Source: an optimization exercise on an open RTL-to-GDS flow (aim: small area, a short achievable clock period and few clock cycles per item). Production flows keep margins and buffers that such runs may drop.
Where RTL was checked, it was by simulation tests only, not by an equivalence proof against the original.
Function not checked in runs 1 to 3: the RTL went through the layout flow alone.
Power figures rest on the tool's default switching activity, not on a simulated workload.

===== design/flow/run.sh =====
#!/bin/bash
# synth_recipe.tcl (not shown) runs the flow's synth.tcl, then flattens the netlist and writes it again
# the make line also repeats each setting of config.mk as NAME=value (left out here)
make -C /OpenROAD-flow-scripts/flow DESIGN_CONFIG=/design/flow/config.mk WORK_HOME=/design/flow/orfs CLKGATE_MAP_FILE= SYNTH_SCRIPT=/design/flow/synth_recipe.tcl finish

===== design/flow/config.mk =====
export PLATFORM = sky130hd
export DESIGN_NAME = unsorted_set_table
export DESIGN_NICKNAME = unsorted_set_table
export VERILOG_FILES = /design/flow/design.v
export SDC_FILE = /design/flow/constraint.sdc
export NUM_CORES = 4
export LEC_CHECK = 0
export CAP_MARGIN = 20
export CORE_MARGIN = 2
export CORE_UTILIZATION = 40
export PLACE_DENSITY = 0.6
export SETUP_SLACK_MARGIN = 3.0
export SLEW_MARGIN = 20

===== design/flow/constraint.sdc =====
create_clock -name core_clock -period 5.0 [get_ports {clk}]
set_input_delay 1.0000 -clock core_clock [delete_from_list [all_inputs] [get_ports {clk}]]
set_output_delay 1.0000 -clock core_clock [all_outputs]
set_load 0.01 [all_outputs]

===== design/flow/design.v =====
package ust_pkg;
	localparam int DEPTH = 16;
	localparam int CNT_W = $clog2(DEPTH + 1);
	localparam int VAL_W = 32;
	localparam int OUT_CNT_W = 5;
	localparam int RES_W = 2 + OUT_CNT_W;
	localparam logic [1:0] ACT_ADD      = 2'd0;
	localparam logic [1:0] ACT_CONTAINS = 2'd1;
	localparam logic [1:0] ACT_REMOVE   = 2'd2;
	localparam logic [1:0] ACT_CLEAR    = 2'd3;
endpackage
module ust_cell (
	input  logic                      clk,
	input  logic                      we,
	input  logic [ust_pkg::VAL_W-1:0] wdata,
	input  logic [ust_pkg::VAL_W-1:0] key,
	output logic                      eq
);
	logic [ust_pkg::VAL_W-1:0] entry_q;
	always_ff @(posedge clk) begin
		if (we) begin
			entry_q <= wdata;
		end
	end
	assign eq = (entry_q == key);
endmodule
module unsorted_set_table (
	input  logic                          clk,
	input  logic                          arst_n,
	input  logic                          req_valid,
	output logic                          req_ready,
	input  logic [1:0]                    req_action,
	input  logic [ust_pkg::VAL_W-1:0]     req_value,
	output logic                          rsp_valid,
	input  logic                          rsp_ready,
	output logic                          rsp_hit,
	output logic                          rsp_full_res,
	output logic [ust_pkg::OUT_CNT_W-1:0] rsp_entry_count
);
	localparam int DEPTH = ust_pkg::DEPTH;
	localparam int RES_W = ust_pkg::RES_W;
	function automatic logic [DEPTH-1:0] lowest(input logic [DEPTH-1:0] v);
		logic [DEPTH-1:0] below;
		below = {v[DEPTH-2:0], 1'b0};
		for (int s = 1; s < DEPTH; s = s * 2) begin
			below = below | (below << s);
		end
		lowest = v & ~below;
	endfunction
	logic                      accept;
	logic [DEPTH-1:0]          valid_q;
	logic [DEPTH-1:0]          valid_d;
	logic [ust_pkg::CNT_W-1:0] count_q;
	logic [ust_pkg::CNT_W-1:0] count_d;
	logic                      b_valid_q;
	logic [1:0]                b_act_q;
	logic [DEPTH-1:0]          b_eq_q;
	logic [DEPTH-1:0]          b_slot_q;
	assign accept = req_valid && req_ready;
	logic [DEPTH-1:0]          eq;
	logic [DEPTH-1:0]          held;
	logic [DEPTH-1:0]          free_first;
	logic [DEPTH-1:0]          freed;
	logic [DEPTH-1:0]          slot;
	logic [DEPTH-1:0]          we;
	for (genvar i = 0; i < DEPTH; i++) begin : g_cell
		ust_cell u_cell (
			.clk   (clk),
			.we    (we[i]),
			.wdata (req_value),
			.key   (req_value),
			.eq    (eq[i])
		);
	end
	assign held       = valid_q | ((b_valid_q && (b_act_q == ust_pkg::ACT_ADD)) ? b_slot_q : '0);
	assign free_first = lowest(~held);
	always_comb begin
		freed = '0;
		if (b_valid_q && (b_act_q == ust_pkg::ACT_CLEAR)) freed = DEPTH'(1);
		if (b_valid_q && (b_act_q == ust_pkg::ACT_REMOVE)) freed = lowest(b_eq_q);
	end
	assign slot       = (|free_first) ? free_first : freed;
	assign we         = (accept && (req_action == ust_pkg::ACT_ADD)) ? slot : '0;
	always_ff @(posedge clk or negedge arst_n) begin
		if (!arst_n) begin
			b_valid_q <= 1'b0;
		end else begin
			b_valid_q <= accept;
		end
	end
	always_ff @(posedge clk) begin
		b_act_q  <= req_action;
		b_eq_q   <= eq;
		b_slot_q <= slot;
	end
	logic [DEPTH-1:0]          match;
	logic [DEPTH-1:0]          match_first;
	logic                      any;
	logic                      full;
	logic                      hit_d;
	logic                      full_d;
	assign match       = b_eq_q & valid_q;
	assign any         = |match;
	assign match_first = lowest(match);
	assign full        = count_q[ust_pkg::CNT_W-1];
	always_comb begin
		valid_d = valid_q;
		count_d = count_q;
		hit_d   = 1'b0;
		full_d  = 1'b0;
		unique case (b_act_q)
			ust_pkg::ACT_ADD: begin
				if (full) begin
					full_d = 1'b1;
				end else begin
					valid_d = valid_q | b_slot_q;
					count_d = count_q + ust_pkg::CNT_W'(1);
					hit_d   = 1'b1;
				end
			end
			ust_pkg::ACT_CONTAINS: begin
				hit_d = any;
			end
			ust_pkg::ACT_REMOVE: begin
				if (any) begin
					valid_d = valid_q & ~match_first;
					count_d = count_q - ust_pkg::CNT_W'(1);
					hit_d   = 1'b1;
				end
			end
			default: begin
				valid_d = '0;
				count_d = '0;
			end
		endcase
		if (!b_valid_q) begin
			valid_d = valid_q;
			count_d = count_q;
		end
	end
	always_ff @(posedge clk or negedge arst_n) begin
		if (!arst_n) begin
			valid_q <= '0;
			count_q <= '0;
		end else begin
			valid_q <= valid_d;
			count_q <= count_d;
		end
	end
	localparam int QN = 4;
	logic [RES_W-1:0] res_q;
	logic             res_v_q;
	logic [RES_W-1:0] q_q [QN];
	logic [QN-1:0]    v_q;
	logic [QN-1:0]    v_d;
	logic             take;
	logic [2:0]       pend_q;
	logic [2:0]       pend_d;
	logic             block_q;
	always_ff @(posedge clk or negedge arst_n) begin
		if (!arst_n) begin
			res_v_q <= 1'b0;
		end else begin
			res_v_q <= b_valid_q;
		end
	end
	always_ff @(posedge clk) begin
		res_q <= {hit_d, full_d, ust_pkg::OUT_CNT_W'(count_d)};
	end
	assign take = v_q[0] && rsp_ready;
	always_comb begin
		for (int k = 0; k < QN; k++) begin
			if (take) begin
				v_d[k] = ((k + 1 < QN) ? v_q[(k + 1) % QN] : 1'b0)
				      || (res_v_q && ((k == 0) || v_q[k]));
			end else begin
				v_d[k] = v_q[k] || (res_v_q && ((k == 0) || v_q[(k + QN - 1) % QN]));
			end
		end
	end
	always_ff @(posedge clk or negedge arst_n) begin
		if (!arst_n) begin
			v_q <= '0;
		end else begin
			v_q <= v_d;
		end
	end
	always_ff @(posedge clk) begin
		for (int k = 0; k < QN; k++) begin
			if (take) begin
				if ((k + 1 < QN) && v_q[(k + 1) % QN]) q_q[k] <= q_q[(k + 1) % QN];
				else q_q[k] <= res_q;
			end else begin
				if (!v_q[k]) q_q[k] <= res_q;
			end
		end
	end
	always_comb begin
		pend_d = pend_q;
		if (accept && !take) pend_d = pend_q + 3'd1;
		if (!accept && take) pend_d = pend_q - 3'd1;
	end
	always_ff @(posedge clk or negedge arst_n) begin
		if (!arst_n) begin
			pend_q  <= '0;
			block_q <= 1'b0;
		end else begin
			pend_q  <= pend_d;
			block_q <= (pend_d == 3'(QN));
		end
	end
	assign req_ready       = !block_q;
	assign rsp_valid       = v_q[0];
	assign rsp_hit         = q_q[0][RES_W-1];
	assign rsp_full_res    = q_q[0][RES_W-2];
	assign rsp_entry_count = q_q[0][ust_pkg::OUT_CNT_W-1:0];
endmodule

==> run notes, run 1 <==
* Net Sw Frac at a little under a quarter
* Register area share after synthesis at 68.2%
* First-pass GRT wire length at 101,000 µm
* Worst Tran Pin Value at approximately 0.64 ns
* Distinct cells, synth at just under 60
* Cell repeated most along the worst path: buf_6
* Slew Limit Headroom at 57.6%
* Clock latency on the worst-skew pair at 0.62 ns
* Maximum clock path buffer count at 3
* Hold WC Path Type: reg -> reg
* F_max at 337 MHz
* Final setup vio count at 0
* Die area at roughly 67,000 µm²
* Grt total ovfl at 0
* Top area cells in the synthesized netlist: edfxtp_1, xor2_1, dfxtp_1
* Post-synth EDFFs at 519
* Maximum VDD drop at 0.298 mV
* Slew Limit Fails at 0
* Multi-input combinational cell area at 8580 µm²
* Ys async rst share at 5.07%
* Crit path max fanout at 8
* Starting density of the core at around 40%
* Total power at 0.0119 W
* Synth Register Bits at around 600
* Vias in the first global route at 15,579
* Min Tclk post-route at 2.97 ns
* DR pass1 iterations at 5
* CTS H-Tree Depth at 3
* RSZ-0062 raised after global routing: yes
* Slowest cell on crit path: dfxtp_2
* CP Launch Type: register
* Routed WL at about 69,000 µm
* Yosys warns at 3
* Clk_skew at 0.0283 ns
* Netlist Area Pre-Place at 25,800 µm²
* M3 GR Usage at 3.15%
* Post-CTS Hold Buffers at 0
* Post-synthesis cell count at 1,780
* Ant. Diodes at 0
* Post-route ant nets at 0
* Core area at around 64,000 µm²
* Total Nets Final at 2,074
* Buffers plus inverters on the worst setup path at 9
* Grt peak-use layer: met2
* Met1 Use GR at 28.8%
* I/O pin total at 47
* CP max stage delay at between 0.3 and 0.4 ns
* Share of layout cells above drive strength 1 at 22.6%
* Drt via density at between 5 and 6
* Layout fillers at 5,229
* Combinational share of power at between 9 and 10%
* CP Capture Type: register
* Mapped Nets at about 1,800
* Num CTS Buffers at 67
* Syn_area_per_cell at 14.5 µm²
* Clock network fraction of total power at between 40% and 50%
* CTS tree: done
* Met2 usage at 33.0%
* CP cell instances: inv_2 -> ha_4 -> buf_6 -> buf_6 -> a31oi_4 -> nor2b_4 -> o311ai_4 -> buf_6 -> buf_12 -> buf_16 -> buf_6 -> nand4_1 -> a21oi_4 -> buf_12 -> clkbuf_16
* Cell taking the most area after synthesis: edfxtp_1
* Pin count of the biggest net entering global routing at 33
* Setup_tns at 0 ns
* Final hold vios at 0
* P&R area growth vs syn at 27.5%
* Number of cell rows at 93
* Die X-Extent at between 200 and 300 µm
* Setup Crit Path Kind: reg -> reg
* Outcome: no timing/DRC/antenna violations
* P_sw at 0.00282 W
* Hold slack final at 0.467 ns
* CP Data Required Time at 5.33 ns
* Die Y at approximately 260 µm
* Max cap viols at 0
* Post-DR wirelength/cell at approximately 24 µm
* Final Wtd Congestion at 0.947
* Total track usage at 20.5%
* Crit share post-route at 59.4%
* PortBufs at 46
* Synth top area share at 60.4%
* Leak pwr at 11.6 nW
* Reg clk slew, reported paths at 0.06 ns
* Critical path arrival at around 3.3 ns
* Most used DFF post-synth: edfxtp_1
* Initial antenna violation count at 0
* Sequential cell area at approximately 18,000 µm²
* Top cell family by delay on the critical path: buffers and inverters
* Root Driver: clkbuf_16
* DP HPWL at 38,800 µm
* Detailed Route Iter0 Violations at 1,319
* Routed via count at between 15,000 and 20,000
* P_int at approximately 0.0091 W
* Power Density at approximately 360 nW/µm²
* # DRC at 0
* CTS Sinks at roughly 610
* Reg power frac at 49.2%
cell usage in the layout, fill, tap and decap left out, types with 14 or more instances in the layout:
master | netlist | routed
edfxtp_1 | 519 | 519
dfrtp_1 | 31 | 29
buf_12 | 0 | 38
clkbuf_16 | 0 | 79
dfxtp_1 | 62 | 57
buf_16 | 0 | 19
clkbuf_1 | 65 | 17
nor2_1 | 68 | 65
nand4_1 | 49 | 49
buf_6 | 0 | 75
mux2_2 | 15 | 14
xor2_1 | 512 | 512
nand3_1 | 25 | 20
nand2_1 | 58 | 50
buf_4 | 4 | 92
nor4_1 | 134 | 127
a21oi_1 | 32 | 20
o22ai_1 | 22 | 16
inv_1 | 19 | 16
cells in the mapped netlist (all sizes together), types with 22 or more instances:
cell and number:
a21oi 32, a31oi 27, buf 25, clkbuf 65, dfrtp 31, dfxtp 62
edfxtp 519, nand2 58, nand3 26, nand4 49, nor2 68, nor4 134
o22ai 22, xor2 512
worst paths after layout:
kind	from	endpoint	slack [ns]	cells after the start
min in group asynchronous	arst_n	valid_q[3]	0.84	2
min	pend_q[2]	pend_q[2]	0.47	1
max in group asynchronous	arst_n	b_valid_q	3.79	2
max reg2reg	b_act_q[1]	g_cell[12].u_cell.entry_q[1]	2.03	15
min reg2reg	pend_q[2]	pend_q[2]	0.47	1
max	b_act_q[1]	g_cell[12].u_cell.entry_q[1]	2.03	15
per-stage QoR:
stage / instances / util [%] / instance area [µm²] / setup WS, ns
global placement: 2650 / 43.0 / 27600 / 1.09
CTS: 2883 / 49.8 / 31900 / 2.09
detailed placement: 2650 / 43.0 / 27600 / 1.06
finish: 2933 / 51.4 / 32900 / 2.03
floorplan: 1780 / - / 26400 / 1.64
global route: 2933 / 51.4 / 32900 / 1.96
registers in the layout (all words and copies together), names as in the netlist, 2 cells and up:
| register | cells |
|---|---|
| b_act_q | 2 |
| b_eq_q | 16 |
| b_slot_q | 16 |
| count_q | 5 |
| g_cell.u_cell.entry_q | 512 |
| pend_q | 3 |
| q_q | 28 |
| res_q | 7 |
| v_q | 4 |
| valid_q | 16 |
timing repair:
item,4_1_cts,5_1_grt
gates resized for setup,244,88
pin swaps,32,36
setup buffers,87,38
cloned,26,12
endpoints found under the setup margin,581,572
logic make-up (layout without fill, tap and decap cells):
kind of cell,Yosys count,after routing,synth area share (%)
flip-flops,612,612,68.2
XOR/XNOR,514,514,17.4
AND/OR/NAND/NOR,386,387,8.21
AO/OA/AOI/OAI,133,136,3.33
buffers and inverters,109,403,1.68
multiplexers,17,17,0.732
adder cells (fa/ha/maj),9,9,0.436
layout make-up:
type                    count  area share (%)
flip-flops and latches    612            53.5
multi-input cells        1063            26.1
repair buffers            264            10.4
clock buffers              91            5.65
well taps                 855            3.25
clock inverters            29           0.935
inverters                  19           0.217
power groups by stage:
stage	Sequential (W)	Clock [W]	Combinational, W
CTS	0.00584	0.00497	0.00112
global route	0.00586	0.00517	0.00126
global placement	0.00595	0	0.00100
floorplan	0.00592	0	0.000686
finish	0.00585	0.00487	0.00116
detailed placement	0.00596	0	0.00104
per-layer routing:
metal | wire (µm) | part of all wire [%] | vias up
li1 | - | - | 7071
met5 | 0 | 0 | -
met4 | 1690 | 2.4 | 0
met2 | 32500 | 47 | 530
met1 | 31500 | 46 | 7997
met3 | 3490 | 5.0 | 129
==> run 2: changes to the inputs <==
--- a/design/flow/design.v
+++ b/design/flow/design.v
@@ -52,13 +52,21 @@
 	logic [DEPTH-1:0]          valid_d;
 	logic [ust_pkg::CNT_W-1:0] count_q;
 	logic [ust_pkg::CNT_W-1:0] count_d;
+	logic                      full_q;
+	logic                      full_d;
+	logic                      last_q;
+	logic                      last_d;
 	logic                      b_valid_q;
-	logic [1:0]                b_act_q;
+	logic                      b_add_q;
+	logic                      b_con_q;
+	logic                      b_rem_q;
+	logic                      b_clr_q;
 	logic [DEPTH-1:0]          b_eq_q;
 	logic [DEPTH-1:0]          b_slot_q;
 	assign accept = req_valid && req_ready;
 	logic [DEPTH-1:0]          eq;
 	logic [DEPTH-1:0]          held;
+	logic                      none_free;
 	logic [DEPTH-1:0]          free_first;
 	logic [DEPTH-1:0]          freed;
 	logic [DEPTH-1:0]          slot;
@@ -72,79 +80,66 @@
 			.eq    (eq[i])
 		);
 	end
-	assign held       = valid_q | ((b_valid_q && (b_act_q == ust_pkg::ACT_ADD)) ? b_slot_q : '0);
+	assign held       = valid_q | (b_add_q ? b_slot_q : '0);
+	assign none_free  = full_q || (b_add_q && last_q);
 	assign free_first = lowest(~held);
-	always_comb begin
-		freed = '0;
-		if (b_valid_q && (b_act_q == ust_pkg::ACT_CLEAR)) freed = DEPTH'(1);
-		if (b_valid_q && (b_act_q == ust_pkg::ACT_REMOVE)) freed = lowest(b_eq_q);
-	end
-	assign slot       = (|free_first) ? free_first : freed;
-	assign we         = (accept && (req_action == ust_pkg::ACT_ADD)) ? slot : '0;
+	assign freed      = b_clr_q ? DEPTH'(1) : (b_rem_q ? lowest(b_eq_q) : '0);
+	assign slot       = none_free ? freed : free_first;
+	assign we         = slot;
 	always_ff @(posedge clk or negedge arst_n) begin
 		if (!arst_n) begin
 			b_valid_q <= 1'b0;
+			b_add_q   <= 1'b0;
+			b_con_q   <= 1'b0;
+			b_rem_q   <= 1'b0;
+			b_clr_q   <= 1'b0;
 		end else begin
 			b_valid_q <= accept;
-		end
-	end
-	always_ff @(posedge clk) begin
-		b_act_q  <= req_action;
+			b_add_q   <= accept && (req_action == ust_pkg::ACT_ADD);
+			b_con_q   <= accept && (req_action == ust_pkg::ACT_CONTAINS);
+			b_rem_q   <= accept && (req_action == ust_pkg::ACT_REMOVE);
+			b_clr_q   <= accept && (req_action == ust_pkg::ACT_CLEAR);
+		end
+	end
+	always_ff @(posedge clk) begin
 		b_eq_q   <= eq;
 		b_slot_q <= slot;
 	end
 	logic [DEPTH-1:0]          match;
 	logic [DEPTH-1:0]          match_first;
 	logic                      any;
-	logic                      full;
+	logic                      add_ok;
+	logic                      rem_ok;
+	logic [ust_pkg::CNT_W-1:0] count_inc;
+	logic [ust_pkg::CNT_W-1:0] count_dec;
 	logic                      hit_d;
-	logic                      full_d;
+	logic                      res_full_d;
 	assign match       = b_eq_q & valid_q;
 	assign any         = |match;
 	assign match_first = lowest(match);
-	assign full        = count_q[ust_pkg::CNT_W-1];
-	always_comb begin
-		valid_d = valid_q;
-		count_d = count_q;
-		hit_d   = 1'b0;
-		full_d  = 1'b0;
-		unique case (b_act_q)
-			ust_pkg::ACT_ADD: begin
-				if (full) begin
-					full_d = 1'b1;
-				end else begin
-					valid_d = valid_q | b_slot_q;
-					count_d = count_q + ust_pkg::CNT_W'(1);
-					hit_d   = 1'b1;
-				end
-			end
-			ust_pkg::ACT_CONTAINS: begin
-				hit_d = any;
-			end
-			ust_pkg::ACT_REMOVE: begin
-				if (any) begin
-					valid_d = valid_q & ~match_first;
-					count_d = count_q - ust_pkg::CNT_W'(1);
-					hit_d   = 1'b1;
-				end
-			end
-			default: begin
-				valid_d = '0;
-				count_d = '0;
-			end
-		endcase
-		if (!b_valid_q) begin
-			valid_d = valid_q;
-			count_d = count_q;
-		end
-	end
+	assign add_ok      = b_add_q && !full_q;
+	assign rem_ok      = b_rem_q && any;
+	assign count_inc   = count_q + ust_pkg::CNT_W'(1);
+	assign count_dec   = count_q - ust_pkg::CNT_W'(1);
+	assign valid_d = b_clr_q ? '0
+	               : ((valid_q & ~(b_rem_q ? match_first : '0)) | (add_ok ? b_slot_q : '0));
+	assign count_d = b_clr_q ? '0 : (add_ok ? count_inc : (rem_ok ? count_dec : count_q));
+	assign hit_d   = add_ok || ((b_con_q || b_rem_q) && any);
+	assign res_full_d = b_add_q && full_q;
+	assign full_d  = !b_clr_q && (add_ok ? last_q : (rem_ok ? 1'b0 : full_q));
+	assign last_d  = !b_clr_q && (add_ok ? (count_q == ust_pkg::CNT_W'(DEPTH - 2))
+	                          : (rem_ok ? full_q : last_q));
 	always_ff @(posedge clk or negedge arst_n) begin
 		if (!arst_n) begin
 			valid_q <= '0;
 			count_q <= '0;
+			full_q  <= 1'b0;
+			last_q  <= 1'b0;
 		end else begin
 			valid_q <= valid_d;
 			count_q <= count_d;
+			full_q  <= full_d;
+			last_q  <= last_d;
 		end
 	end
 	localparam int QN = 4;
@@ -165,7 +160,7 @@
 		end
 	end
 	always_ff @(posedge clk) begin
-		res_q <= {hit_d, full_d, ust_pkg::OUT_CNT_W'(count_d)};
+		res_q <= {hit_d, res_full_d, ust_pkg::OUT_CNT_W'(count_d)};
 	end
 	assign take = v_q[0] && rsp_ready;
 	always_comb begin
--- a/design/flow/config.mk
+++ b/design/flow/config.mk
@@ -9,5 +9,5 @@
 export CORE_MARGIN = 2
 export CORE_UTILIZATION = 40
 export PLACE_DENSITY = 0.6
-export SETUP_SLACK_MARGIN = 3.0
+export SETUP_SLACK_MARGIN = 2.88
 export SLEW_MARGIN = 20
==> run notes, run 2 <==
* Post-synth EDFFs at 519 (unchanged)
* Post-DR wirelength/cell at 22.6 µm (-4.4%)
* Initial antenna violation count at 1 (+1)
* Commonest cells after routing, fill and taps aside: edfxtp_1, xor2_1, nor4_1
* Worst Tran Pin Value at 0.978 ns (+0.342 ns)
* Core area at 62,900 µm² (-2.0%)
* CP Depth at 7 (-8)
* Grt total ovfl at 0 (unchanged)
* Critical Path Start: b_eq_q[4]
* F_max at 381 MHz (+13%)
* Total Nets Final at 1,910 (-7.9%)
* Reg2reg setup slack at 2.37 ns (+0.34 ns)
* Drt via density at 5.19 (-3.1%)
* Hold WC Path Type: reg -> reg
* Biggest regs: g_cell.u_cell.entry_q (512), q_q (28)
* Die area at 65,400 µm² (-1.8%)
* Crit path to: g_cell[14].u_cell.entry_q[9]
* Syn_area_per_cell at 15.1 µm² (+4.1%)
* Power Density at 405 nW/µm² (+12%)
* Synth top area share at 61.5% (+1.1 points)
* Mapped Nets at 1,721 (-5.8%)
* Pin count of the biggest net entering global routing at 38 (+15%)
* Most instantiated cells after synthesis: edfxtp_1, xor2_1, nor4_1
* Register area share after synthesis at 69.9% (+1.7 points)
* Outcome: no timing/DRC/antenna violations
* Distinct cells, synth at 55 (-6.8%)
* Cell repeated most along the worst path: or3_4
* Clk_skew at 0.0312 ns (+0.00299 ns)
* Setup Crit Path Kind: reg -> reg
* CP Capture Type: register
* CTS H-Tree Depth at 3 (unchanged)
* Post-Layout Cell Count at 2,768 (-5.6%)
* CP Launch Type: register
* Post-route ant nets at 0 (unchanged)
* Crit path max fanout at 8 (unchanged)
* Buffers plus inverters on the worst setup path at 2 (-7)
* Final setup vio count at 0 (unchanged)
* Vias in the first global route at 14,115 (-9.4%)
* P&R area growth vs syn at 22.4%
* Crit share post-route at 52.6% (-6.8 points)
* CP max stage delay at 0.43 ns (+0.09 ns)
* Number of flip-flops in the largest register at 512 (unchanged)
* Most used DFF post-synth: edfxtp_1
* CTS Sinks at 616 (+0.65%)
* Ys async rst share at 6.01% (+0.94 points)
* Largest register by flop count: g_cell.u_cell.entry_q
* DP Cell Count at 2,517 (-5.0%)
* Root Driver: clkbuf_16
* Die Y at 256 µm (-0.92%)
* Reg2reg start: b_eq_q[4]
* Layout fillers at 5,279 (+0.96%)
* Reg clk slew, reported paths at 0.06 ns (about the same)
* Detailed Route Iter0 Violations at 1,135 (-14%)
* Cell taking the most area after synthesis: edfxtp_1
* Setup_tns at 0 ns (unchanged)
* Max cap viols at 0 (unchanged)
* RSZ-0062 raised after global routing: yes
* Most common cell after layout, fill and taps aside: edfxtp_1
* Min Tclk post-route at 2.63 ns (-0.342 ns)
* Num CTS Buffers at 67 (unchanged)
* DP HPWL at 31,400 µm (-19%)
* Reg-to-Reg End: g_cell[14].u_cell.entry_q[9]
* PortBufs at 46 (unchanged)
* Final hold vios at 0 (unchanged)
* CTS tree: done
* Post-synthesis cell count at 1,678 (-5.7%)
* Slew Limit Fails at 0 (unchanged)
* Routed WL at 62,400 µm (-9.8%)
* Slew Limit Headroom at 34.8% (-23 points)
* Post-Route Utilization at 49.3% (-2.0 points)
* Synth Register Bits at 616 (+0.65%)
* # DRC at 0 (unchanged)
* Count leader, synth: edfxtp_1
* Die X-Extent at 256 µm (-0.92%)
* Routed via count at 14,378 (-8.6%)
* CP cell instances: or3_4 -> or4_4 -> nand4bb_4 -> or3_4 -> o32ai_4 -> buf_6 -> clkbuf_16
* I/O pin total at 47 (unchanged)
* R2R cell count at 7 (-8)
* First-pass GRT wire length at 90,000 µm (-11%)
* Slowest cell on crit path: or4_4
* Total track usage at 18.5% (-2.0 points)
* Share of layout cells above drive strength 1 at 19.2% (-3.4 points)
* Top cell family by delay on the critical path: simple AND/OR/NAND/NOR gates
* Critical path arrival at 2.95 ns (-0.35 ns)
* Starting density of the core at 40.3% (+0.046 points)
* Top area cells in the synthesized netlist: edfxtp_1, xor2_1, dfxtp_1
* CP Data Required Time at 5.32 ns (about the same)
* Clock latency on the worst-skew pair at 0.61 ns (about the same)
* Final Wtd Congestion at 0.793 (-16%)
* Number of cell rows at 92 (-1.1%)
* Netlist Area Pre-Place at 25,300 µm² (-1.9%)
* Post-CTS Hold Buffers at 0 (unchanged)
* Yosys warns at 3 (unchanged)
* Maximum clock path buffer count at 3 (unchanged)
* Maximum VDD drop at 0.258 mV (-13%)
* Leak pwr at 10.9 nW (-5.9%)
* DR pass1 iterations at 8 (+3)
==> run 2: worst min-delay path by stage <==
stage / from / to / slack, ns / cells after the start
after global placement: b_valid_q / res_v_q / 0.33 / 0
after floorplan: b_valid_q / res_v_q / 0.33 / 0
after global routing: b_valid_q / res_v_q / 0.36 / 0
final: b_valid_q / res_v_q / 0.35 / 0
after CTS: b_valid_q / res_v_q / 0.35 / 0
after detailed placement: b_valid_q / res_v_q / 0.34 / 0
==> run 2: area by class of cell <==
cell class / instances / area [µm²] / share of cell area (%)
Timing Repair Buffer: 181 / 2050 / 6.61
Clock buffer: 82 / 1820 / 5.85
Clock inverter: 41 / 382 / 1.23
Tap cell: 846 / 1060 / 3.41
Multi-Input combinational cell: 984 / 7920 / 25.5
Inverter: 17 / 63.8 / 0.206
Sequential cell: 616 / 17700 / 57.2
Antenna cell: 1 / 2.50 / 0.00807
==> run 2: routing by layer <==
metal	GRT usage [%]	share of wire (%)	vias to the layer above
met1	23.7	43	7303
li1	-	-	6562
met5	0	0.018	-
met2	30.9	49	391
met4	7.65	3.8	2
met3	3.35	4.9	120
==> run 2: cell families after synthesis <==
logic type,Yosys count,share of synthesized area [%]
multiplexers,18,0.795
flip-flops,616,69.9
AND/OR/NAND/NOR,329,7.18
AO/OA/AOI/OAI,102,2.68
XOR/XNOR,514,17.8
buffers and inverters,94,1.43
adder cells (fa/ha/maj),5,0.247
==> run 2: per-stage QoR <==
| stage | hold slack [ns] | total power (W) | area [µm²] | setup slack, ns |
|---|---|---|---|---|
| finish | 0.347 | 0.0126 | 31000 | 2.37 |
| global route | 0.362 | 0.0130 | 31000 | 2.31 |
| CTS | 0.349 | 0.0126 | 30200 | 2.26 |
| detailed placement | 0.336 | 0.00764 | 26700 | 1.41 |
| global placement | 0.331 | 0.00759 | 26700 | 1.46 |
| floorplan | 0.331 | 0.00720 | 25600 | 2.00 |
==> run 2: report_power, final <==
group	internal, W	switching (W)
logic	0.000506	0.000866
registers	0.00606	0.000202
clock network	0.00291	0.00202
total	0.00947	0.00309
==> run 2: repair_timing <==
action / in CTS / in global routing
endpoints found under the setup margin: 565 / 519
buffers inserted: 64 / 32
pin swaps: 22 / 22
gates resized for setup: 143 / 54
cloned: 19 / 12
==> run 3: changes to the inputs <==
--- a/design/flow/config.mk
+++ b/design/flow/config.mk
@@ -8,6 +8,9 @@
 export CAP_MARGIN = 20
 export CORE_MARGIN = 2
 export CORE_UTILIZATION = 40
+export CTS_BUF_LIST = sky130_fd_sc_hd__clkbuf_8 sky130_fd_sc_hd__clkbuf_16
+export CTS_CLUSTER_DIAMETER = 60
+export CTS_CLUSTER_SIZE = 20
 export PLACE_DENSITY = 0.6
 export SETUP_SLACK_MARGIN = 2.88
 export SLEW_MARGIN = 20
==> run notes, run 3 <==
* Drt via density at 5.20 (+0.19%)
* Most instantiated cells after synthesis: edfxtp_1, xor2_1, nor4_1
* Number of flip-flops in the largest register at 512 (unchanged)
* Register area share after synthesis at 69.9% (unchanged)
* Beginning of the worst hold path: b_valid_q
* Slowest cell on crit path: or4_4
* First-pass GRT wire length at 90,200 µm (+0.24%)
* CP Capture Type: register
* Maximum clock path buffer count at 3 (unchanged)
* Top cell family by delay on the critical path: simple AND/OR/NAND/NOR gates
* Detailed Route Iter0 Violations at 1,153 (+1.6%)
* Routed WL at 61,800 µm (-0.99%)
* Worst Tran Pin Value at 0.988 ns (+0.00978 ns)
* Biggest regs: g_cell.u_cell.entry_q (512), q_q (28)
* Final hold vios at 0 (unchanged)
* Routed via count at 14,176 (-1.4%)
* Top area cells in the synthesized netlist: edfxtp_1, xor2_1, dfxtp_1
* DP HPWL at 31,400 µm (unchanged)
* Post-synth EDFFs at 519 (unchanged)
* Critical path arrival at 3.03 ns (+0.08 ns)
* Cell taking the most area after synthesis: edfxtp_1
* Clk_skew at 0.0383 ns (+0.00708 ns)
* CP Data Required Time at 5.31 ns (about the same)
* Mapped Nets at 1,721 (unchanged)
* Crit share post-route at 54.6% (+2.0 points)
* Clock latency on the worst-skew pair at 0.62 ns (about the same)
* Hold WC Path Type: reg -> reg
* F_max at 366 MHz (-3.7%)
* RSZ-0062 raised after global routing: yes
* Num CTS Buffers at 45 (-33%)
* Ys async rst share at 6.01% (unchanged)
* Post-synthesis cell count at 1,678 (unchanged)
* Distinct cells, synth at 55 (unchanged)
* Crit path max fanout at 5 (-3)
* Vias in the first global route at 14,055 (-0.43%)
* Outcome: no timing/DRC/antenna violations
* Initial antenna violation count at 0 (-1)
* Total Nets Final at 1,884 (-1.4%)
* Power Density at 380 nW/µm² (-6.3%)
* Count leader, synth: edfxtp_1
* Netlist Area Pre-Place at 25,300 µm² (unchanged)
* Setup Crit Path Kind: reg -> reg
* Final setup vio count at 0 (unchanged)
* Max cap viols at 0 (unchanged)
* CTS H-Tree Depth at 2 (-1)
* Post-DR wirelength/cell at 22.7 µm (+0.61%)
* Setup_tns at 0 ns (unchanged)
* DR pass1 iterations at 6 (-2)
* Grt total ovfl at 0 (unchanged)
* Root Driver: clkbuf_16
* CP Launch Type: register
* Leak pwr at 10.6 nW (-2.9%)
* CTS tree: done
* Reg2reg start: b_eq_q[3]
* Core area at 62,900 µm² (unchanged)
* Largest register by flop count: g_cell.u_cell.entry_q
* Final Wtd Congestion at 0.793 (unchanged)
* Post-route ant nets at 0 (unchanged)
* Synth Register Bits at 616 (unchanged)
* Pin count of the biggest net entering global routing at 38 (unchanged)
* Die Y at 256 µm (unchanged)
* Slew Limit Headroom at 34.1% (-0.65 points)
* PortBufs at 46 (unchanged)
* Commonest cells after routing, fill and taps aside: edfxtp_1, xor2_1, nor4_1
* Most common cell after layout, fill and taps aside: edfxtp_1
* Starting density of the core at 40.3% (unchanged)
* Share of layout cells above drive strength 1 at 17.9% (-1.3 points)
* Yosys warns at 3 (unchanged)
* Synth top area share at 61.5% (unchanged)
* Number of cell rows at 92 (unchanged)
* Syn_area_per_cell at 15.1 µm² (unchanged)
* Slew Limit Fails at 0 (unchanged)
* # DRC at 0 (unchanged)
* Maximum VDD drop at 0.242 mV (-6.3%)
* I/O pin total at 47 (unchanged)
* P&R area growth vs syn at 19.7%
* Post-Layout Cell Count at 2,724 (-1.6%)
* CTS Sinks at 616 (unchanged)
* DP Cell Count at 2,517 (unchanged)
* Total power at 0.0115 W (-8.4%)
* CP cell instances: or3_4 -> or4_4 -> nand4bb_4 -> or3_4 -> buf_6 -> o22ai_4 -> buf_6 -> buf_6 -> buf_12
* Min Tclk post-route at 2.73 ns (+0.101 ns)
* Most used DFF post-synth: edfxtp_1
* CP max stage delay at 0.44 ns (about the same)
* Buffers plus inverters on the worst setup path at 4 (+2)
* Reg clk slew, reported paths at 0.08 ns (+0.02 ns)
* Layout fillers at 5,353 (+1.4%)
* Cell repeated most along the worst path: buf_6
* Die X-Extent at 256 µm (unchanged)
* Die area at 65,400 µm² (unchanged)
* Total track usage at 18.4% (-0.12 points)
* Critical Path Start: b_eq_q[3]
-- run 3: cell count changes in the layout (fill, tap and decap cells not counted), moves of 4 or more --
cell,previous run,this run
clkbuf_16,79,55
buf_6,37,54
clkinv_4,1,5
buf_12,24,19
bufinv_16,6,1
buf_4,86,69
clkinv_1,12,0
inv_1,17,24
clkinv_2,15,3
clkbuf_1,9,0
-- run 3: per-stage QoR --
step	utilization (%)	setup WS (ns)	instance area, µm²	hold slack (ns)
detailed placement	42.5	1.41	26700	0.336
CTS	47.3	2.22	29700	0.355
global route	48.2	2.24	30300	0.368
global placement	42.5	1.46	26700	0.331
finish	48.2	2.27	30300	0.354
floorplan	-	2.00	25600	0.331
-- run 3: path summary, 6_finish.rpt --
| path | endpoint | slack [ns] | cells past startpoint |
|---|---|---|---|
| max in group asynchronous | b_add_q | 3.73 | 1 |
| min in group asynchronous | valid_q[6] | 0.55 | 1 |
| worst max-delay path | g_cell[13].u_cell.entry_q[19] | 2.27 | 9 |
| worst min register to register | res_v_q | 0.35 | 0 |
| worst max register to register | g_cell[13].u_cell.entry_q[19] | 2.27 | 9 |
| worst min-delay path | res_v_q | 0.35 | 0 |
-- run 3: cell type report --
type / instances / area [µm²] / area share (%)
antenna: 1 / 2.50 / 0.00825
timing repair buffer: 177 / 2000 / 6.61
clock inverter: 33 / 344 / 1.13
inverter: 17 / 63.8 / 0.210
clock buffer: 50 / 1240 / 4.09
tap: 846 / 1060 / 3.49
sequential: 616 / 17700 / 58.5
multi-input combinational: 984 / 7880 / 26.0
-- run 3: metal layers --
layer	global-route usage, %	up-vias	wire, µm
met4	5.75	0	1680
met3	2.50	83	2700
met2	31.4	341	30600
met1	24.3	7260	26800
li1	-	6492	-
met5	0	-	0
-- run 3: kinds of logic after synthesis --
family,count (synthesis),share of synthesized area [%]
mux,18,0.795
compound gates,102,2.68
buf+inv,94,1.43
fa+ha+maj,5,0.247
xor+xnor,514,17.8
simple gates,329,7.18
flops,616,69.9
-- run 3: worst reg2reg max path, cell delays in order, from the launching register on --
cell and delay (ns):
dfxtp_4 0.35, or3_4 0.38, or4_4 0.44, nand4bb_4 0.23, or3_4 0.40, buf_6 0.15
o22ai_4 0.12, buf_6 0.14, buf_6 0.10, buf_12 0.11
-- run 3: report_power, final --
| part | switching, W | internal [W] |
|---|---|---|
| combinational | 0.000856 | 0.000503 |
| clock | 0.00192 | 0.00197 |
| sequential | 0.000206 | 0.00605 |
-- run 3: what timing repair did --
item / 4_1_cts / 5_1_grt
gates resized for setup: 141 / 63
hold buffers: 0 / 0
cloned: 22 / 9
setup buffers: 70 / 22
endpoints found under the setup margin: 565 / 492
pin swaps: 23 / 15
==> run 4: changes to the inputs <==
--- a/design/flow/design.v
+++ b/design/flow/design.v
@@ -38,18 +38,20 @@
 	output logic [ust_pkg::OUT_CNT_W-1:0] rsp_entry_count
 );
 	localparam int DEPTH = ust_pkg::DEPTH;
+	localparam int SLOTS = DEPTH + 1;
 	localparam int RES_W = ust_pkg::RES_W;
-	function automatic logic [DEPTH-1:0] lowest(input logic [DEPTH-1:0] v);
-		logic [DEPTH-1:0] below;
-		below = {v[DEPTH-2:0], 1'b0};
-		for (int s = 1; s < DEPTH; s = s * 2) begin
-			below = below | (below << s);
+	function automatic logic [SLOTS-1:0] lowest(input logic [SLOTS-1:0] v);
+		logic [SLOTS-1:0] below;
+		below[0] = 1'b0;
+		for (int i = 1; i < SLOTS; i++) begin
+			below[i] = below[i-1] | v[i-1];
 		end
 		lowest = v & ~below;
 	endfunction
 	logic                      accept;
-	logic [DEPTH-1:0]          valid_q;
-	logic [DEPTH-1:0]          valid_d;
+	logic                      take_add;
+	logic [SLOTS-1:0]          valid_q;
+	logic [SLOTS-1:0]          valid_d;
 	logic [ust_pkg::CNT_W-1:0] count_q;
 	logic [ust_pkg::CNT_W-1:0] count_d;
 	logic                      full_q;
@@ -61,31 +63,43 @@
 	logic                      b_con_q;
 	logic                      b_rem_q;
 	logic                      b_clr_q;
-	logic [DEPTH-1:0]          b_eq_q;
-	logic [DEPTH-1:0]          b_slot_q;
-	assign accept = req_valid && req_ready;
-	logic [DEPTH-1:0]          eq;
-	logic [DEPTH-1:0]          held;
-	logic                      none_free;
-	logic [DEPTH-1:0]          free_first;
-	logic [DEPTH-1:0]          freed;
-	logic [DEPTH-1:0]          slot;
-	logic [DEPTH-1:0]          we;
-	for (genvar i = 0; i < DEPTH; i++) begin : g_cell
+	logic [SLOTS-1:0]          b_eq_q;
+	logic [SLOTS-1:0]          b_slot_q;
+	logic [SLOTS-1:0]          slot_q;
+	logic [SLOTS-1:0]          slot_d;
+	logic                      add_ok;
+	assign accept   = req_valid && req_ready;
+	assign take_add = accept && (req_action == ust_pkg::ACT_ADD);
+	logic [SLOTS-1:0]          eq;
+	logic [SLOTS-1:0]          held;
+	logic [SLOTS-1:0]          free_1;
+	logic [SLOTS-1:0]          free_2;
+	for (genvar i = 0; i < SLOTS; i++) begin : g_cell
 		ust_cell u_cell (
 			.clk   (clk),
-			.we    (we[i]),
+			.we    (slot_q[i]),
 			.wdata (req_value),
 			.key   (req_value),
 			.eq    (eq[i])
 		);
 	end
-	assign held       = valid_q | (b_add_q ? b_slot_q : '0);
-	assign none_free  = full_q || (b_add_q && last_q);
-	assign free_first = lowest(~held);
-	assign freed      = b_clr_q ? DEPTH'(1) : (b_rem_q ? lowest(b_eq_q) : '0);
-	assign slot       = none_free ? freed : free_first;
-	assign we         = slot;
+	assign held   = valid_q | (add_ok ? b_slot_q : '0);
+	assign free_1 = lowest(~held);
+	assign free_2 = lowest(~held & ~slot_q);
+	always_comb begin
+		if (b_clr_q) begin
+			slot_d = (take_add && slot_q[0]) ? SLOTS'(2) : SLOTS'(1);
+		end else begin
+			slot_d = take_add ? free_2 : free_1;
+		end
+	end
+	always_ff @(posedge clk or negedge arst_n) begin
+		if (!arst_n) begin
+			slot_q <= SLOTS'(1);
+		end else begin
+			slot_q <= slot_d;
+		end
+	end
 	always_ff @(posedge clk or negedge arst_n) begin
 		if (!arst_n) begin
 			b_valid_q <= 1'b0;
@@ -95,7 +109,7 @@
 			b_clr_q   <= 1'b0;
 		end else begin
 			b_valid_q <= accept;
-			b_add_q   <= accept && (req_action == ust_pkg::ACT_ADD);
+			b_add_q   <= take_add;
 			b_con_q   <= accept && (req_action == ust_pkg::ACT_CONTAINS);
 			b_rem_q   <= accept && (req_action == ust_pkg::ACT_REMOVE);
 			b_clr_q   <= accept && (req_action == ust_pkg::ACT_CLEAR);
@@ -103,12 +117,11 @@
 	end
 	always_ff @(posedge clk) begin
 		b_eq_q   <= eq;
-		b_slot_q <= slot;
-	end
-	logic [DEPTH-1:0]          match;
-	logic [DEPTH-1:0]          match_first;
+		b_slot_q <= slot_q;
+	end
+	logic [SLOTS-1:0]          match;
+	logic [SLOTS-1:0]          match_first;
 	logic                      any;
-	logic                      add_ok;
 	logic                      rem_ok;
 	logic [ust_pkg::CNT_W-1:0] count_inc;
 	logic [ust_pkg::CNT_W-1:0] count_dec;
--- a/design/flow/config.mk
+++ b/design/flow/config.mk
@@ -8,9 +8,6 @@
 export CAP_MARGIN = 20
 export CORE_MARGIN = 2
 export CORE_UTILIZATION = 40
-export CTS_BUF_LIST = sky130_fd_sc_hd__clkbuf_8 sky130_fd_sc_hd__clkbuf_16
-export CTS_CLUSTER_DIAMETER = 60
-export CTS_CLUSTER_SIZE = 20
 export PLACE_DENSITY = 0.6
 export SETUP_SLACK_MARGIN = 2.88
 export SLEW_MARGIN = 20
==> run notes, run 4 <==
* Worst Hold Path Cells at 0 (unchanged)
* Distinct cells, synth at 68 (+24%)
* Crit path max fanout at 5 (unchanged)
* Cell taking the most area after synthesis: edfxtp_1
* Grt total ovfl at 0 (unchanged)
* Share of layout cells above drive strength 1 at 13.9% (-4.0 points)
* Final setup vio count at 0 (unchanged)
* Ys async rst share at 8.23% (+2.2 points)
* Outcome: no timing/DRC/antenna violations
* Netlist Area Pre-Place at 27,400 µm² (+8.2%)
* CTS H-Tree Depth at 3 (+1)
* Setup_tns at 0 ns (unchanged)
* Num CTS Buffers at 69 (+53%)
* Final Wtd Congestion at 0.824 (+3.8%)
* Commonest cells after routing, fill and taps aside: edfxtp_1, xor2_1, nor4_1
* Detailed Route Iter0 Violations at 1,230 (+6.7%)
* # DRC at 0 (unchanged)
* Maximum clock path buffer count at 3 (unchanged)
* Die X-Extent at 266 µm (+3.9%)
* Total Nets Final at 1,974 (+4.8%)
* Mapped Nets at 1,859 (+8.0%)
* PortBufs at 46 (unchanged)
* Register area share after synthesis at 69.9% (about the same)
* Layout fillers at 5,815 (+8.6%)
* Setup Crit Path Kind: reg -> out
* CP Data Required Time at 4.00 ns (-1.31 ns)
* Die area at 70,600 µm² (+8.0%)
* Ant. Diodes at 0 (-1)
* Post-DR wirelength/cell at 21.4 µm (-5.6%)
* Maximum VDD drop at 0.211 mV (-13%)
* Slowest cell on crit path: dfrtp_2
* Initial antenna violation count at 0 (unchanged)
* Biggest regs: g_cell.u_cell.entry_q (544), q_q (28)
* Count leader, synth: edfxtp_1
* Post-Route Utilization at 46.8% (-1.5 points)
* Number of flip-flops in the largest register at 544 (+6.3%)
* DP HPWL at 36,100 µm (+15%)
* Slew Limit Headroom at 47.7% (+14 points)
* Routed via count at 14,704 (+3.7%)
* Routed WL at 61,200 µm (-0.94%)
* P&R area growth vs syn at 15.2%
* Pin count of the biggest net entering global routing at 56 (+47%)
* Yosys warns at 3 (unchanged)
* F_max at 457 MHz (+25%)
* Hold WC Path Type: reg -> reg
* Buffers plus inverters on the worst setup path at 1 (-3)
* Final hold vios at 0 (unchanged)
* Max cap viols at 0 (unchanged)
* Critical path arrival at 1.19 ns (-1.84 ns)
* Reg clk slew, reported paths at 0.06 ns (-0.02 ns)
* Reg-to-Reg End: slot_q[15]
* Clk_skew at 0.0290 ns (-0.00933 ns)
* CP Depth at 1 (-8)
* Most used DFF post-synth: edfxtp_1
* Worst Tran Pin Value at 0.785 ns (-0.203 ns)
* Post-route ant nets at 0 (unchanged)
* DR pass1 iterations at 4 (-2)
* RSZ-0062 raised after global routing: yes
* Post-synthesis cell count at 1,816 (+8.2%)
* Clock latency on the worst-skew pair at 0.61 ns (about the same)
* Worst Hold Endpoint: res_v_q
* R2R cell count at 7 (-2)
* Largest register by flop count: g_cell.u_cell.entry_q
* Crit share post-route at 43.8% (-11 points)
* Die Y at 266 µm (+3.9%)
* CTS Sinks at 668 (+8.4%)
* Synth top area share at 60.4% (-1.1 points)
* Starting density of the core at 40.6% (+0.28 points)
* First-pass GRT wire length at 93,000 µm (+3.1%)
* Drt via density at 5.14 (-1.1%)
* Post-CTS Hold Buffers at 0 (unchanged)
* Syn_area_per_cell at 15.1 µm² (about the same)
* Reg2reg start: full_q
* Most instantiated cells after synthesis: edfxtp_1, xor2_1, nor4_1
* Total track usage at 17.6% (-0.81 points)
* Post-synth EDFFs at 551 (+6.2%)
* Vias in the first global route at 14,787 (+5.2%)
* CTS tree: done
* I/O pin total at 47 (unchanged)
* Core area at 67,500 µm² (+7.4%)
* CP max stage delay at 0.45 ns (about the same)
* Top cell family by delay on the critical path: flip-flops
* Most common cell after layout, fill and taps aside: edfxtp_1
* Reg2reg setup slack at 2.87 ns (+0.60 ns)
* Number of cell rows at 95 (+3.3%)
* Min Tclk post-route at 2.19 ns (-0.541 ns)
* Slew Limit Fails at 0 (unchanged)
* Power Density at 414 nW/µm² (+9.0%)
* Leak pwr at 11.1 nW (+4.4%)
* CP cell instances: buf_6
* CP Capture Type: output pin
* Beginning of the worst hold path: b_valid_q
* Top area cells in the synthesized netlist: edfxtp_1, xor2_1, dfrtp_1
* CP Launch Type: register
* Root Driver: clkbuf_16
* Synth Register Bits at 668 (+8.4%)
## run 4: cell count changes after synthesis, sizes merged, moves of 4 or more
cell and delta:
xor2 +32, buf -9, o21a +4, nand3b +5, a32o -5, dfrtp +17, nor4 +6, clkbuf +8
edfxtp +32, or3 -4, nand4 +8, nand2 +11, nor3 +7, a211oi +6
## run 4: kinds of logic after synthesis
logic type / synth area share [%]
flops: 69.9
xor+xnor: 17.5
simple gates: 7.55
compound gates: 2.83
buf+inv: 1.31
mux: 0.612
fa+ha+maj: 0.228
## run 4: worst max-delay path by stage
| stage | end | slack, ns | from |
|---|---|---|---|
| 3_3_place_gp | slot_q[16] | 1.67 | req_action[1] |
| 4_1_cts | rsp_valid | 2.76 | v_q[0] |
| 3_5_place_dp | slot_q[15] | 1.58 | req_action[1] |
| 5_1_grt | rsp_valid | 2.77 | v_q[0] |
| 6_report | rsp_valid | 2.81 | v_q[0] |
| 2_1_floorplan | slot_q[16] | 2.62 | req_action[1] |
## run 4: metrics by stage
step | power [W] | instances | hold slack (ns) | setup WS, ns | area, µm²
finish | 0.0131 | 2858 | 0.348 | 2.81 | 31600
CTS | 0.0132 | 2854 | 0.353 | 2.76 | 31400
floorplan | 0.00759 | 1816 | 0.331 | 2.62 | 27600
detailed placement | 0.00806 | 2709 | 0.343 | 1.58 | 28900
global route | 0.0136 | 2858 | 0.357 | 2.77 | 31600
global placement | 0.00799 | 2709 | 0.341 | 1.67 | 28900
## run 4: layout make-up
type,instances,area (µm²),share of cell area (%)
clock buffers,90,1950,6.18
clock inverters,35,294,0.931
inverters,15,56.3,0.178
multi-input cells,1058,8050,25.5
flip-flops and latches,668,19200,60.7
well taps,873,1090,3.46
repair buffers,119,962,3.05
## run 4: routing by layer
layer	up-vias	wire (µm)	global-route usage (%)
li1	6862	-	-
met1	7447	26800	23.2
met2	306	30100	29.2
met3	89	2380	2.62
met4	0	1940	7.09
met5	-	0	0
## run 4: where the power goes
part	switching (W)	internal (W)
Clock	0.00209	0.00297
Combinational	0.000775	0.000493
Sequential	0.000268	0.00647
Total	0.00314	0.00993
## run 4: what timing repair did
item | 4_1_cts | 5_1_grt
endpoints found under the setup margin | 63 | 63
pin swaps | 13 | 10
gates cloned | 1 | 0
buffers inserted | 19 | 4
gates resized for setup | 95 | 37
Testbench counts of run 4, summed over its fixed seeds: cycles 9,624, ops 9,600.
==> run 5: changes to the inputs <==
--- a/design/flow/config.mk
+++ b/design/flow/config.mk
@@ -8,6 +8,9 @@
 export CAP_MARGIN = 20
 export CORE_MARGIN = 2
 export CORE_UTILIZATION = 40
+export CTS_BUF_LIST = sky130_fd_sc_hd__clkbuf_8 sky130_fd_sc_hd__clkbuf_16
+export CTS_CLUSTER_DIAMETER = 60
+export CTS_CLUSTER_SIZE = 20
 export PLACE_DENSITY = 0.6
 export SETUP_SLACK_MARGIN = 2.88
 export SLEW_MARGIN = 20
==> run notes, run 5 <==
* Slew Limit Fails at 0 (unchanged)
* P&R area growth vs syn at 12.5%
* Post-DR wirelength/cell at 21.8 µm (+1.6%)
* Yosys warns at 3 (unchanged)
* Crit path max fanout at 5 (unchanged)
* Commonest cells after routing, fill and taps aside: edfxtp_1, xor2_1, nor4_1
* Top cell family by delay on the critical path: flip-flops
* Die X-Extent at 266 µm (unchanged)
* CTS Sinks at 668 (unchanged)
* Syn_area_per_cell at 15.1 µm² (unchanged)
* Mapped Nets at 1,859 (unchanged)
* Post-route ant nets at 0 (unchanged)
* Post-Route Utilization at 45.7% (-1.1 points)
* Crit share post-route at 44.0% (+0.28 points)
* Most common cell after layout, fill and taps aside: edfxtp_1
* Pin count of the biggest net entering global routing at 56 (unchanged)
* Setup Crit Path Kind: reg -> out
* Top area cells in the synthesized netlist: edfxtp_1, xor2_1, dfrtp_1
* CP Capture Type: output pin
* Synth Register Bits at 668 (unchanged)
* Post-synth EDFFs at 551 (unchanged)
* Root Driver: clkbuf_16
* Cell taking the most area after synthesis: edfxtp_1
* CP max stage delay at 0.45 ns (about the same)
* PortBufs at 46 (unchanged)
* Combinational share of power at 10.4% (+0.7 points)
* CTS tree: done
* Largest register by flop count: g_cell.u_cell.entry_q
* Number of flip-flops in the largest register at 544 (unchanged)
* Detailed Route Iter0 Violations at 1,135 (-7.7%)
* Die area at 70,600 µm² (unchanged)
* CP Launch Type: register
* Clk_skew at 0.0367 ns (+0.00769 ns)
* Share of layout cells above drive strength 1 at 12.7% (-1.2 points)
* Post-synthesis cell count at 1,816 (unchanged)
* Total Nets Final at 1,949 (-1.3%)
* F_max at 454 MHz (-0.64%)
* Distinct cells, synth at 68 (unchanged)
* Initial antenna violation count at 0 (unchanged)
* Outcome: no timing/DRC/antenna violations
* Buffers plus inverters on the worst setup path at 1 (unchanged)
* Leak pwr at 10.7 nW (-3.2%)
* Power Density at 388 nW/µm² (-6.1%)
* First-pass GRT wire length at 92,400 µm (-0.59%)
* Total track usage at 17.4% (-0.20 points)
* Maximum clock path buffer count at 3 (unchanged)
* Grt total ovfl at 0 (unchanged)
* Num CTS Buffers at 47 (-32%)
* DP Cell Count at 2,709 (unchanged)
* CP Data Required Time at 4.00 ns (about the same)
* Routed via count at 14,609 (-0.65%)
* Number of cell rows at 95 (unchanged)
* Hold WC Path Type: reg -> reg
* Min Tclk post-route at 2.20 ns (+0.0142 ns)
* Ys async rst share at 8.23% (unchanged)
* Clock network fraction of total power at 33.4% (-5.3 points)
* Dpl ws at 1.58 ns (unchanged)
* Setup WS post-layout at 2.80 ns (-0.0142 ns)
* Post-Layout Cell Count at 2,812 (-1.6%)
* Biggest regs: g_cell.u_cell.entry_q (544), q_q (28)
* Most used DFF post-synth: edfxtp_1
* Starting density of the core at 40.6% (unchanged)
* Clock latency on the worst-skew pair at 0.61 ns (about the same)
* I/O pin total at 47 (unchanged)
* Maximum VDD drop at 0.233 mV (+11%)
* Vias in the first global route at 14,557 (-1.6%)
* Core area at 67,500 µm² (unchanged)
* CTS H-Tree Depth at 2 (-1)
* Worst Tran Pin Value at 0.791 ns (+0.00673 ns)
* Net Sw Frac at 25.3% (+1.3 points)
* DP HPWL at 36,100 µm (unchanged)
* Max cap viols at 0 (unchanged)
* Setup_tns at 0 ns (unchanged)
* Netlist Area Pre-Place at 27,400 µm² (unchanged)
* RSZ-0062 raised after global routing: yes
* P_int at 0.00895 W (-9.9%)
* Ant. Diodes at 0 (unchanged)
* Final hold vios at 0 (unchanged)
* Die Y at 266 µm (unchanged)
* Slowest cell on crit path: dfrtp_2
* CP cell instances: buf_6
* Reg clk slew, reported paths at 0.08 ns (+0.02 ns)
* Register area share after synthesis at 69.9% (unchanged)
* Drt via density at 5.20 (+0.98%)
* # DRC at 0 (unchanged)
* Post-CTS Hold Buffers at 0 (unchanged)
* Layout fillers at 5,872 (+0.98%)
* DR pass1 iterations at 5 (+1)
* P_sw at 0.00303 W (-3.4%)
* Slew Limit Headroom at 47.2% (-0.45 points)
* Critical path arrival at 1.20 ns (about the same)
* Final Wtd Congestion at 0.824 (unchanged)
* Reg power frac at 56.2% (+4.6 points)
* Routed WL at 61,200 µm (about the same)
* Most instantiated cells after synthesis: edfxtp_1, xor2_1, nor4_1
* Final setup vio count at 0 (unchanged)
* Count leader, synth: edfxtp_1
* Synth top area share at 60.4% (unchanged)
==> run 5: cell counts after synthesis <==
No cell type changed its count.
==> run 5: worst register-to-register path, stage by stage, from the launching register on <==
cell and delay, ns:
dfrtp_2 0.42, a222oi_1 0.33, buf_4 0.20, nand4_4 0.13, nor3_1 0.68, a311oi_1 0.20
==> run 5: what timing repair did <==
action | in CTS | in global routing
buffers inserted | 16 | 3
resized for setup | 93 | 41
setup endpoints to repair | 63 | 63
pin swaps | 12 | 9
cloned | 2 | 0
==> run 5: through the flow <==
step / area (µm²) / total power [W] / hold WS, ns
after global routing: 30800 / 0.0125 / 0.365
after CTS: 30700 / 0.0121 / 0.361
after floorplan: 27600 / 0.00759 / 0.331
after detailed placement: 28900 / 0.00806 / 0.343
after global placement: 28900 / 0.00799 / 0.341
final: 30800 / 0.0120 / 0.355
==> run 5: logic make-up (layout without fill, tap and decap cells) <==
logic type,after synthesis,in the layout,synth area share (%)
multiplexers,15,15,0.612
AND/OR/NAND/NOR,372,374,7.55
XOR/XNOR,549,549,17.5
AO/OA/AOI/OAI,116,116,2.83
adder cells (fa/ha/maj),5,5,0.228
flip-flops,668,668,69.9
buffers and inverters,91,212,1.31
==> run 5: final timing paths <==
path / startpoint / endpoint / slack, ns / depth (start not counted)
worst max-delay path: v_q[0] / rsp_valid / 2.80 / 1
worst min-delay path: b_valid_q / res_v_q / 0.36 / 0
worst max register to register: valid_q[6] / valid_q[16] / 2.87 / 5
worst min register to register: b_valid_q / res_v_q / 0.36 / 0
max in group asynchronous: arst_n / valid_q[6] / 3.88 / 2
min in group asynchronous: arst_n / b_rem_q / 0.56 / 2
==> run 5: cell type report <==
type | count | area, µm² | area share (%)
sequential | 668 | 19200 | 62.2
multi-input combinational | 1059 | 8050 | 26.1
clock buffer | 48 | 1200 | 3.89
tap | 873 | 1090 | 3.54
timing repair buffer | 115 | 906 | 2.94
clock inverter | 34 | 367 | 1.19
inverter | 15 | 56.3 | 0.183
==> run 5: power by group through the flow <==
| stage | sequential [W] | clock [W] | combinational (W) |
|---|---|---|---|
| global placement | 0.00683 | 0 | 0.00117 |
| finish | 0.00673 | 0.00400 | 0.00125 |
| detailed placement | 0.00685 | 0 | 0.00121 |
| floorplan | 0.00683 | 0 | 0.000759 |
| CTS | 0.00673 | 0.00411 | 0.00124 |
| global route | 0.00678 | 0.00431 | 0.00138 |
==> run 5: layer usage <==
layer	up-vias	track usage [%]	share of wire, %
li1	6783	-	-
met4	0	6.92	3.7
met3	93	2.26	3.8
met5	-	0	0
met2	304	28.9	49
met1	7429	23.2	44
==> run 6: changes to the inputs <==
--- a/design/flow/config.mk
+++ b/design/flow/config.mk
@@ -7,10 +7,10 @@
 export LEC_CHECK = 0
 export CAP_MARGIN = 20
 export CORE_MARGIN = 2
-export CORE_UTILIZATION = 40
+export CORE_UTILIZATION = 75
 export CTS_BUF_LIST = sky130_fd_sc_hd__clkbuf_8 sky130_fd_sc_hd__clkbuf_16
 export CTS_CLUSTER_DIAMETER = 60
 export CTS_CLUSTER_SIZE = 20
-export PLACE_DENSITY = 0.6
-export SETUP_SLACK_MARGIN = 2.88
+export PLACE_DENSITY = 0.85
+export SETUP_SLACK_MARGIN = 3.0
 export SLEW_MARGIN = 20
==> run notes, run 6 <==
* Outcome: no timing/DRC/antenna violations
* Hold WC Path Type: reg -> reg
* Setup Crit Path Kind: in -> reg
* Slew Limit Headroom at 47.4% (+0.16 points)
* Worst Hold Endpoint: res_v_q
* Die area at 38,100 µm² (-46%)
* CP max stage delay at 0.45 ns (about the same)
* Clk_skew at 0.0253 ns (-0.0114 ns)
* Post-DR wirelength/cell at 24.8 µm (+14%)
* Post-route ant nets at 0 (unchanged)
* F_max at 444 MHz (-2.1%)
* Sequential cell area at 19,200 µm² (about the same)
* Routed via count at 15,476 (+5.9%)
* Most common cell after layout, fill and taps aside: edfxtp_1
* Most used DFF post-synth: edfxtp_1
* Routed WL at 59,600 µm (-2.6%)
* P&R area growth vs syn at 11.0%
* Starting density of the core at 75.6% (+35 points)
* Synth top area share at 60.4% (unchanged)
* Most instantiated cells after synthesis: edfxtp_1, xor2_1, nor4_1
* CTS tree: done
* Mapped Nets at 1,859 (unchanged)
* Grt total ovfl at 0 (unchanged)
* Hold slack final at 0.361 ns (+0.00572 ns)
* Slowest cell on crit path: nor4b_4
* P_int at 0.00883 W (-1.3%)
* Worst Tran Pin Value at 0.789 ns (-0.00240 ns)
* Ant. Diodes at 0 (unchanged)
* Leak pwr at 10.8 nW (+0.62%)
* Final hold vios at 0 (unchanged)
* CP Capture Type: register
* Beginning of the worst hold path: b_valid_q
* DP HPWL at 33,500 µm (-7.0%)
* Power Density at 385 nW/µm² (-0.82%)
* Final Wtd Congestion at 0.882 (+7.1%)
* Combinational share of power at 11.6% (+1.2 points)
* Vias in the first global route at 15,394 (+5.7%)
* Ys async rst share at 8.23% (unchanged)
* Finished layout cell area at 30,400 µm² (-1.4%)
* Crit path max fanout at 4 (-1)
* Maximum clock path buffer count at 3 (unchanged)
* Synth Register Bits at 668 (unchanged)
* Reg clk slew, reported paths at 0.08 ns (about the same)
* I/O pin total at 47 (unchanged)
* Detailed Route Iter0 Violations at 1,531 (+35%)
* DR pass1 iterations at 6 (+1)
* Critical path arrival at 2.74 ns (+1.54 ns)
* Net Sw Frac at 24.6% (-0.66 points)
* Number of cell rows at 70 (-26%)
* Initial antenna violation count at 0 (unchanged)
* Clock latency on the worst-skew pair at 0.57 ns (-0.04 ns)
* Reg power frac at 57.5% (+1.3 points)
* Total track usage at 31.0% (+14 points)
* Clock network fraction of total power at 30.8% (-2.6 points)
* # DRC at 0 (unchanged)
* Total Nets Final at 1,950 (+0.051%)
* Commonest cells after routing, fill and taps aside: edfxtp_1, xor2_1, nor4_1
* Setup WS post-layout at 2.75 ns (-0.0483 ns)
* Final setup vio count at 0 (unchanged)
* Count leader, synth: edfxtp_1
* CP Launch Type: primary input
* Maximum VDD drop at 0.379 mV (+63%)
* Root Driver: clkbuf_16
* Max cap viols at 0 (unchanged)
* Worst Hold Path Cells at 0 (unchanged)
* Post-synth EDFFs at 551 (unchanged)
* Layout fillers at 1,739 (-70%)
* Reg2reg setup slack at 2.80 ns (-0.07 ns)
* CTS Sinks at 668 (unchanged)
* CP Data Required Time at 5.49 ns (+1.49 ns)
* Die Y at 195 µm (-27%)
* Multi-input combinational cell area at 8160 µm² (+1.4%)
* Num CTS Buffers at 42 (-11%)
* Post-Layout Cell Count at 2,406 (-14%)
* DP Cell Count at 2,294 (-15%)
* Dpl ws at 1.73 ns (+0.151 ns)
* Reg2reg start: block_q
* Setup_tns at 0 ns (unchanged)
* Cell Area, Placed at 28,300 µm² (-2.0%)
* P_sw at 0.00289 W (-4.7%)
* Post-CTS Hold Buffers at 0 (unchanged)
* Crit share post-route at 45.0% (+0.97 points)
* Min Tclk post-route at 2.25 ns (+0.0483 ns)
* Core area at 36,300 µm² (-46%)
* R2R cell count at 8 (+3)
* Pin count of the biggest net entering global routing at 56 (unchanged)
* Largest register by flop count: g_cell.u_cell.entry_q
* Die X-Extent at 195 µm (-27%)
* Cell taking the most area after synthesis: edfxtp_1
* Distinct cells, synth at 68 (unchanged)
* Drt via density at 6.43 (+24%)
* Number of flip-flops in the largest register at 544 (unchanged)
* First-pass GRT wire length at 88,900 µm (-3.9%)
* Top area cells in the synthesized netlist: edfxtp_1, xor2_1, dfrtp_1
* Netlist Area Pre-Place at 27,400 µm² (unchanged)
* Biggest regs: g_cell.u_cell.entry_q (544), q_q (28)
* Post-synthesis cell count at 1,816 (unchanged)
* Share of layout cells above drive strength 1 at 13.2% (+0.47 points)
* Yosys warns at 3 (unchanged)
* Syn_area_per_cell at 15.1 µm² (unchanged)
* PortBufs at 46 (unchanged)
* Slew Limit Fails at 0 (unchanged)
* Reg-to-Reg End: slot_q[13]
* Register area share after synthesis at 69.9% (unchanged)
* CTS H-Tree Depth at 2 (unchanged)
* CP cell instances: buf_2 -> nor4b_4 -> o31ai_4 -> nor2_4 -> nand4_1 -> buf_4 -> nor3_2 -> o21a_1
* RSZ-0062 raised after global routing: yes
==> run 6: cell count changes in the layout (fill, tap and decap cells not counted), sizes merged <==
| cell | delta |
|---|---|
| buf | +16 |
| clkbuf | -9 |
| clkinv | -9 |
| inv | +8 |
| clkinvlp | -4 |
| and2b | -1 |
| bufinv | -1 |
| clkdlybuf4s15 | -1 |
==> run 6: power groups by stage <==
stage | Combinational (W) | Sequential, W | Clock, W
after floorplan | 0.000800 | 0.00683 | 0
after global placement | 0.00112 | 0.00682 | 0
after detailed placement | 0.00119 | 0.00684 | 0
after CTS | 0.00127 | 0.00671 | 0.00365
after global routing | 0.00147 | 0.00678 | 0.00384
final | 0.00136 | 0.00674 | 0.00361
==> run 6: what timing repair did <==
action,4_1_cts,5_1_grt
setup endpoints to repair,87,77
gates cloned,1,0
pin swaps,13,19
setup buffers,25,11
resized for setup,123,60
==> run 6: final cells by class <==
type                            count  share of cell area, %
Clock buffer                       47                   3.83
Inverter                           15                  0.185
Tap cell                          468                   1.92
Timing Repair Buffer              122                   3.51
Multi-Input combinational cell   1058                   26.8
Sequential cell                   668                   63.0
Clock inverter                     28                  0.712
==> run 6: per-stage QoR <==
stage	util (%)	total power, W
after detailed placement	78.0	0.00803
after CTS	83.0	0.0116
after global routing	83.9	0.0121
after floorplan	-	0.00763
final	83.9	0.0117
after global placement	78.0	0.00794
==> run 6: logic make-up (layout without fill, tap and decap cells) <==
group | after synthesis | count (layout) | synth area share [%]
and+or+nand+nor | 372 | 373 | 7.55
muxes | 15 | 15 | 0.612
adders and majority gates | 5 | 5 | 0.228
DFF | 668 | 668 | 69.9
xor gates and xnor gates | 549 | 549 | 17.5
buffers and inverters | 91 | 212 | 1.31
AOI/OAI and AO/OA | 116 | 116 | 2.83
==> run 6: worst max path at each step <==
| stage | from | to | slack, ns | cells past startpoint |
|---|---|---|---|---|
| after floorplan | req_action[1] | slot_q[16] | 2.62 | 6 |
| after global placement | req_action[1] | slot_q[15] | 1.79 | 7 |
| after detailed placement | req_action[1] | slot_q[15] | 1.73 | 7 |
| after CTS | block_q | req_ready | 2.86 | 2 |
| after global routing | full_q | slot_q[16] | 2.72 | 7 |
| final | req_action[1] | slot_q[13] | 2.75 | 8 |
==> run 6: layer usage <==
layer  vias up  share of wire [%]  track usage (%)
met5         -                  0                0
met4         0                4.2             12.2
met3       145                7.0             3.77
met2       726                 50             50.9
met1      7829                 39             43.3
li1       6776                  -                -
==> run 6: critical path, delay by kind of cell <==
kind	cells	cell delay (ns)
AOI/OAI and AO/OA	2	0.33
buffers and inverters	2	0.36
and+or+nand+nor	4	1.04

port drivers added, routing unchanged:
The results above use ideal ports. As a check the final layouts listed here were re-extracted and re-timed, cells and wires unchanged.
Step 1 sets driving cells, clkbuf_16 on the clock port and buf_2 on the other inputs (assumed; they add their load-dependent delay and slew).
Step 2 times the ports against the registers' clock, not the clock port: input delays grow and output delays shrink by t, the midpoint of the rising clock arrivals with the driver on.
a / b / c = ideal / step 1 / step 2; a / b = the first two.
| run | t (ns) | setup slack, ns | cell pins on the clock port's net |
|---|---|---|---|
| run 1 | 0.663 | 2.031 / 2.031 / 1.626 | 1 |
| run 2 | 0.654 | 2.372 / 2.372 / 2.216 | 1 |
| run 3 | 0.657 | 2.271 / 2.271 / 2.271 | 1 |
| run 4 | 0.653 | 2.812 / 2.752 / 2.252 | 1 |
| run 5 | 0.655 | 2.798 / 2.739 / 2.234 | 1 |
| run 6 | 0.611 | 2.750 / 2.775 / 2.163 | 1 |
After both steps setup and hold are still met in every run listed. For run 6, which loses most, drivers alone change the setup slack by +0.025 ns; drivers and shift together by -0.587 ns.
